Source: an optimization exercise on an open RTL-to-GDS flow (aim: small area). Production flows keep margins and buffers that such runs may drop.
RTL that was checked went through simulation tests only; none was proved equivalent to the original.
Power and IR drop assume default switching activity.

Design ref_subst_top, start of the top module:
module ref_subst_top #(
	parameter int bit_depth = 8
) (
	input logic clk,
	input logic arst_n,
	input logic stall,
	input logic [ref_subst_pkg::LINE_SAMPLES*bit_depth-1:0] data,
	input logic [ref_subst_pkg::N_BANKS*ref_subst_pkg::BANK_ADR_W-1:0] bank_adr,
	input logic [ref_subst_pkg::N_BANKS*ref_subst_pkg::POS4_W-1:0] bank_pos,
	input logic is_above,
	input logic is_left,
	input logic is_top_left,
	input logic is_bt_border,
	input logic is_rt_border,
	input ref_subst_pkg::pos4_t bt_border_pos,
	input ref_subst_pkg::pos4_t rt_border_pos,
	input ref_subst_pkg::y_in_cu_t y_in_cu,
	input ref_subst_pkg::order_t order,
	input logic [bit_depth-1:0] fill_l,
	input logic [bit_depth-1:0] fill_t,
	input logic [bit_depth-1:0] fill_b,
	input logic [bit_depth-1:0] fill_rt,
	input logic [bit_depth-1:0] data_tl,
	input logic [ref_subst_pkg::SAMPLES_PER_BANK*bit_depth-1:0] bp2_samples,
	input ref_subst_pkg::bp_pos_t bp2_pos,
	input logic [ref_subst_pkg::SAMPLES_PER_BANK*bit_depth-1:0] bp3_samples,
	input ref_subst_pkg::bp_pos_t bp3_pos,
	input ref_subst_pkg::awk_cnt_t awk_cnt,
	output logic [ref_subst_pkg::LINE_SAMPLES*bit_depth-1:0] sub_data,
	output logic [bit_depth-1:0] sub_tl
);
	localparam int BANK_W = SAMPLES_PER_BANK * bit_depth;
	logic none_avail;
	logic fill_t_all;    
	logic fill_l_all;    
	logic rt_ok;         
	logic bt_ok;         
	logic awake;
	logic y_zero;
	logic bp3_top_ok;    
	logic bp3_lft_ok;    
	logic bp2_top_ok;
	logic bp2_lft_ok;
	logic [bit_depth-1:0] fill_top;   
  ...
For scale: ~1600 cells after synthesis, ~270 flip-flops, about 15000 um^2 of cells after synthesis.
==> module ref_subst_lane, before the edit <==
module ref_subst_lane #(
	parameter int bit_depth = 8
) (
	input logic clk,
	input logic arst_n,
	input logic stall,
	input logic [ref_subst_pkg::SAMPLES_PER_BANK*bit_depth-1:0] bank_data,
	input ref_subst_pkg::bank_adr_t bank_adr,
	input ref_subst_pkg::pos4_t bank_pos,
	input logic none_avail,
	input logic fill_t_all,
	input logic fill_l_all,
	input logic rt_ok,
	input logic bt_ok,
	input ref_subst_pkg::pos4_t bt_border_pos,
	input ref_subst_pkg::pos4_t rt_border_pos,
	input logic bp3_top_ok,
	input logic bp3_lft_ok,
	input logic bp2_top_ok,
	input logic bp2_lft_ok,
	input logic [bit_depth-1:0] fill_top,
	input logic [bit_depth-1:0] fill_lft,
	input logic [ref_subst_pkg::SAMPLES_PER_BANK*bit_depth-1:0] bp2_samples,
	input ref_subst_pkg::pos4_t bp2_pos,
	input logic [ref_subst_pkg::SAMPLES_PER_BANK*bit_depth-1:0] bp3_samples,
	input ref_subst_pkg::pos4_t bp3_pos,
	output logic [ref_subst_pkg::SAMPLES_PER_BANK*bit_depth-1:0] sub_bank
);
	localparam int BANK_W = SAMPLES_PER_BANK * bit_depth;
	logic adr_invalid;
	logic is_left_side;
	logic sel_half;
	logic bp3_hit;
	logic bp2_hit;
	logic past_border;
	logic fill_hit;
	logic s_bp3;
	logic s_bp2;
	logic use_bp3;
	logic use_bp2;
	logic use_fill;
	logic use_data;
	logic s_half;
	logic s_data;
	logic s_fill_top;
	logic s_fill_lft;
	logic [bit_depth-1:0] fill_n;
	logic [BANK_W-1:0] sub_next;
	function automatic logic pos_ge(
		input logic [POS4_W-1:0] a,
		input logic [POS4_W-1:0] b
	);
		logic ge;
		ge = 1'b1;
		for (int k = 0; k < POS4_W; k++)
			ge = (a[k] && !b[k]) || (!(a[k] ^ b[k]) && ge);
		pos_ge = ge;
	endfunction
	assign adr_invalid = (bank_adr == ADR_INVALID);
	assign is_left_side = bank_adr[0];
	assign sel_half = adr_invalid || none_avail;
	assign bp3_hit = (is_left_side ? bp3_lft_ok : bp3_top_ok) && (bp3_pos == bank_pos);
	assign bp2_hit = (is_left_side ? bp2_lft_ok : bp2_top_ok) && (bp2_pos == bank_pos);
	assign past_border = is_left_side ? (bt_ok && pos_ge(bank_pos, bt_border_pos))
	                                  : (rt_ok && pos_ge(bank_pos, rt_border_pos));
	assign fill_hit = (is_left_side ? fill_l_all : fill_t_all) || past_border;
	assign use_bp3 = !sel_half && bp3_hit;
	assign use_bp2 = !sel_half && !bp3_hit && bp2_hit;
	assign use_fill = !sel_half && !bp3_hit && !bp2_hit && fill_hit;
	assign use_data = !sel_half && !bp3_hit && !bp2_hit && !fill_hit;
	ref_subst_stall_gate #(
		.N(6)
	) i_stall_gate (
		.stall(stall),
		.use_n(~{use_bp3, use_bp2, use_data, use_fill && !is_left_side, use_fill && is_left_side, sel_half}),
		.sel({s_bp3, s_bp2, s_data, s_fill_top, s_fill_lft, s_half})
	);
	for (genvar k = 0; k < bit_depth; k++) begin : g_fill
		if (k == bit_depth - 1) begin : g_msb
			assign fill_n[k] = !((s_fill_top && fill_top[k]) || (s_fill_lft && fill_lft[k]) || s_half);
		end else begin : g_low
			assign fill_n[k] = !((s_fill_top && fill_top[k]) || (s_fill_lft && fill_lft[k]));
		end
	end
	for (genvar b = 0; b < BANK_W; b++) begin : g_bit
		logic pick_n;
		logic hold_n;
		assign pick_n = !((s_bp3 && bp3_samples[b]) || (s_bp2 && bp2_samples[b]) || (s_data && bank_data[b]));
		assign hold_n = !(stall && sub_bank[b]);
		assign sub_next[b] = !(pick_n && hold_n && fill_n[b % bit_depth]);
	end
	always_ff @(posedge clk or negedge arst_n) begin
		if (!arst_n)
			sub_bank <= '0;
		else
			sub_bank <= sub_next;
	end
endmodule
==> module ref_subst_stall_gate, before the edit <==
module ref_subst_stall_gate #(
	parameter int N = 6
) (
	input logic stall,
	input logic [N-1:0] use_n,
	output logic [N-1:0] sel
);
	assign sel = ~(use_n | {N{stall}});
endmodule
export LEC_CHECK = 0
export CAP_MARGIN = 0
export CORE_AREA = 5 5 255 255
export CTS_BUF_LIST = sky130_fd_sc_hd__clkbuf_8
export CTS_CLUSTER_DIAMETER = 90
export CTS_CLUSTER_SIZE = 12
export DIE_AREA = 0 0 260 260
export GPL_TIMING_DRIVEN = 0
export SETUP_SLACK_MARGIN = 0.2
export SLEW_MARGIN = 0
export SYNTH_HIERARCHICAL = 1
export SYNTH_MINIMUM_KEEP_SIZE = 0
create_clock -name core_clock -period 4.0 [get_ports {clk}]
standard.sh (not shown) runs the stock make flow with config.mk's settings and CLKGATE_MAP_FILE= SYNTH_SCRIPT=/design/flow/synth_recipe.tcl, a recipe that flattens the netlist after the stock synthesis.
==> flow/flow/run.sh <==
#!/bin/bash
# Layout flow: the standard ORFS flow (the make call of standard.sh), with these changes:
#  - synthesis is synth_recipe.tcl's, but abc maps the combinational logic with an
#    area-oriented &nf script (abc_area_nf.script) and the adder extraction is skipped;
#    the registers come from dfflibmap before abc, so they are the standard ones.
#  - every port still gets a buffer, but a buf_1 instead of the default cell.
#  - flow/dont_use.txt, if present, lists cells the flow may not use beyond the platform's list.
#  - flow/make_args.txt, if present, holds more VAR=value settings for make, one per line
#    (@W@ stands for this work folder).
set -euo pipefail
W=$PWD
export MY_ABC_SCRIPT=$W/flow/abc_area_nf.script
DONT_USE=$(make -s -C "$FLOW_HOME" DESIGN_CONFIG="$W/config.mk" WORK_HOME="$W/orfs" print-DONT_USE_CELLS \
  | sed -n 's/^DONT_USE_CELLS: //p')
if [[ -f $W/flow/dont_use.txt ]]; then
  DONT_USE="$DONT_USE $(tr '\n' ' ' < "$W/flow/dont_use.txt")"
fi
echo "DONT_USE_CELLS=$DONT_USE" > "$W/dont_use.log"
EXTRA=()
if [[ -f $W/flow/make_args.txt ]]; then
  mapfile -t EXTRA < <(grep -v '^ *$' "$W/flow/make_args.txt" | sed "s|@W@|$W|g")
fi
make -C "$FLOW_HOME" DESIGN_CONFIG="$W/config.mk" WORK_HOME="$W/orfs" CLKGATE_MAP_FILE= \
  DONT_USE_CELLS="$DONT_USE" \
  SYNTH_SCRIPT="$W/flow/my_synth.tcl" ADDER_MAP_FILE= \
  BUFFER_PORTS_ARGS="-buffer_cell sky130_fd_sc_hd__buf_1" \
  "${EXTRA[@]}" finish > "$W/make_finish.log" 2>&1
R=$W/orfs/results/$FLOW_PLATFORM/ref_subst_top/base
: # left out here: write the final layout as DEF
==> flow/flow/abc_area_nf.script <==
&get -n
&st
&synch2
&nf -R 1000
&put
==> flow/flow/dont_use.txt <==
sky130_fd_sc_hd__buf_6
sky130_fd_sc_hd__buf_8
sky130_fd_sc_hd__buf_12
sky130_fd_sc_hd__buf_16
sky130_fd_sc_hd__bufbuf_8
sky130_fd_sc_hd__bufbuf_16
sky130_fd_sc_hd__bufinv_8
sky130_fd_sc_hd__bufinv_16
sky130_fd_sc_hd__clkbuf_16
==> flow/flow/make_args.txt <==
REMOVE_ABC_BUFFERS=1
==> flow/flow/my_synth.tcl <==
proc synth {args} { yosys synth -nofsm -noshare {*}$args }
# same synthesis as synth_recipe.tcl, with only the abc script for the combinational logic swapped
proc abc {args} {
  set i [lsearch -exact $args -script]
  if { $i >= 0 && [info exists ::env(MY_ABC_SCRIPT)] } {
    lset args [expr { $i + 1 }] $::env(MY_ABC_SCRIPT)
  }
  yosys abc {*}$args
}
source $::env(SCRIPTS_DIR)/synth.tcl
# left out here: clear keep_hierarchy, flatten, clean up, hide names made inside functions, write 1_2_yosys.v
Then changed:
--- a/flow/design.v
+++ b/flow/design.v
@@ -56,16 +56,13 @@
 	logic bp3_hit;
 	logic bp2_hit;
 	logic past_border;
 	logic fill_hit;
 	logic s_bp3;
 	logic s_bp2;
-	logic use_bp3;
-	logic use_bp2;
-	logic use_fill;
-	logic use_data;
+	logic s_fill;
 	logic s_half;
 	logic s_data;
 	logic s_fill_top;
 	logic s_fill_lft;
 	logic [bit_depth-1:0] fill_n;
 	logic [BANK_W-1:0] sub_next;
@@ -81,26 +78,22 @@
 	endfunction
 	assign adr_invalid = (bank_adr == ADR_INVALID);
 	assign is_left_side = bank_adr[0];
 	assign sel_half = adr_invalid || none_avail;
 	assign bp3_hit = (is_left_side ? bp3_lft_ok : bp3_top_ok) && (bp3_pos == bank_pos);
 	assign bp2_hit = (is_left_side ? bp2_lft_ok : bp2_top_ok) && (bp2_pos == bank_pos);
-	assign past_border = is_left_side ? (bt_ok && pos_ge(bank_pos, bt_border_pos))
-	                                  : (rt_ok && pos_ge(bank_pos, rt_border_pos));
+	assign past_border = (is_left_side ? bt_ok : rt_ok)
+	                  && pos_ge(bank_pos, is_left_side ? bt_border_pos : rt_border_pos);
 	assign fill_hit = (is_left_side ? fill_l_all : fill_t_all) || past_border;
-	assign use_bp3 = !sel_half && bp3_hit;
-	assign use_bp2 = !sel_half && !bp3_hit && bp2_hit;
-	assign use_fill = !sel_half && !bp3_hit && !bp2_hit && fill_hit;
-	assign use_data = !sel_half && !bp3_hit && !bp2_hit && !fill_hit;
-	ref_subst_stall_gate #(
-		.N(6)
-	) i_stall_gate (
-		.stall(stall),
-		.use_n(~{use_bp3, use_bp2, use_data, use_fill && !is_left_side, use_fill && is_left_side, sel_half}),
-		.sel({s_bp3, s_bp2, s_data, s_fill_top, s_fill_lft, s_half})
-	);
+	assign s_bp3 = !stall && !sel_half && bp3_hit;
+	assign s_bp2 = !stall && !sel_half && !bp3_hit && bp2_hit;
+	assign s_fill = !stall && !sel_half && !bp3_hit && !bp2_hit && fill_hit;
+	assign s_half = !stall && sel_half;
+	assign s_data = !stall && !sel_half && !bp3_hit && !bp2_hit && !fill_hit;
+	assign s_fill_top = s_fill && !is_left_side;
+	assign s_fill_lft = s_fill && is_left_side;
 	for (genvar k = 0; k < bit_depth; k++) begin : g_fill
 		if (k == bit_depth - 1) begin : g_msb
 			assign fill_n[k] = !((s_fill_top && fill_top[k]) || (s_fill_lft && fill_lft[k]) || s_half);
 		end else begin : g_low
 			assign fill_n[k] = !((s_fill_top && fill_top[k]) || (s_fill_lft && fill_lft[k]));
 		end
@@ -115,21 +108,12 @@
 	always_ff @(posedge clk or negedge arst_n) begin
 		if (!arst_n)
 			sub_bank <= '0;
 		else
 			sub_bank <= sub_next;
 	end
-endmodule
-module ref_subst_stall_gate #(
-	parameter int N = 6
-) (
-	input logic stall,
-	input logic [N-1:0] use_n,
-	output logic [N-1:0] sel
-);
-	assign sel = ~(use_n | {N{stall}});
 endmodule
 `timescale 1ns/1ps
 module ref_tl_select #(
 	parameter int bit_depth = 8
 ) (
 	input logic clk,
What happened: Core utilization went up by 0.17 points; first-iteration DRC count went up by a few percent; cell area went up slightly; die area does not change; total power went up by a few percent; clock-buffer cell count is unchanged; global-route usage went up by 0.36 points; wire length went up by a few percent; synthesized cell count went down by a few percent; synthesized area went down slightly; via count went down slightly.
Only the layout flow was run in the first run of this note; the RTL was not checked for function there.

re-timing with driven ports:
The flow's constraints put no driver on any port. The routed layouts listed below were extracted and timed again, unchanged, in two steps.
Step 1 (the two cells are an assumption about what drives the block):
set clk [get_ports {clk}]
set_driving_cell -lib_cell sky130_fd_sc_hd__clkbuf_16 $clk
set_driving_cell -lib_cell sky130_fd_sc_hd__buf_2 [delete_from_list [all_inputs] $clk]
Step 2 adds t to the input delays and takes it off the output delays; t is the mean of the earliest and latest rising clock arrival at the registers after step 1. Input paths then give back, and output paths get back, about the clock's delay inside the block.
Three values: ideal, step 1, step 2; two values: the first two.
| run | t (ns) | slack for setup (ns) | latest minus earliest clock arrival (ns) | slew at the worst register clock pin (ns) | worst data-port slew with drivers (ns) |
|---|---|---|---|---|---|
| the first run | 0.673 | 0.182 / 0.207 / -0.466 | 0.038 / 0.038 | 0.10 / 0.10 | 0.21 |
| the second run | 0.698 | 0.277 / 0.305 / -0.393 | 0.046 / 0.046 | 0.09 / 0.09 | 0.15 |
With both steps, setup timing fails in the first run and the second run, where it was met with ideal ports. For the second run, which loses most, drivers alone change the setup slack by +0.028 ns; drivers and shift together by -0.670 ns.
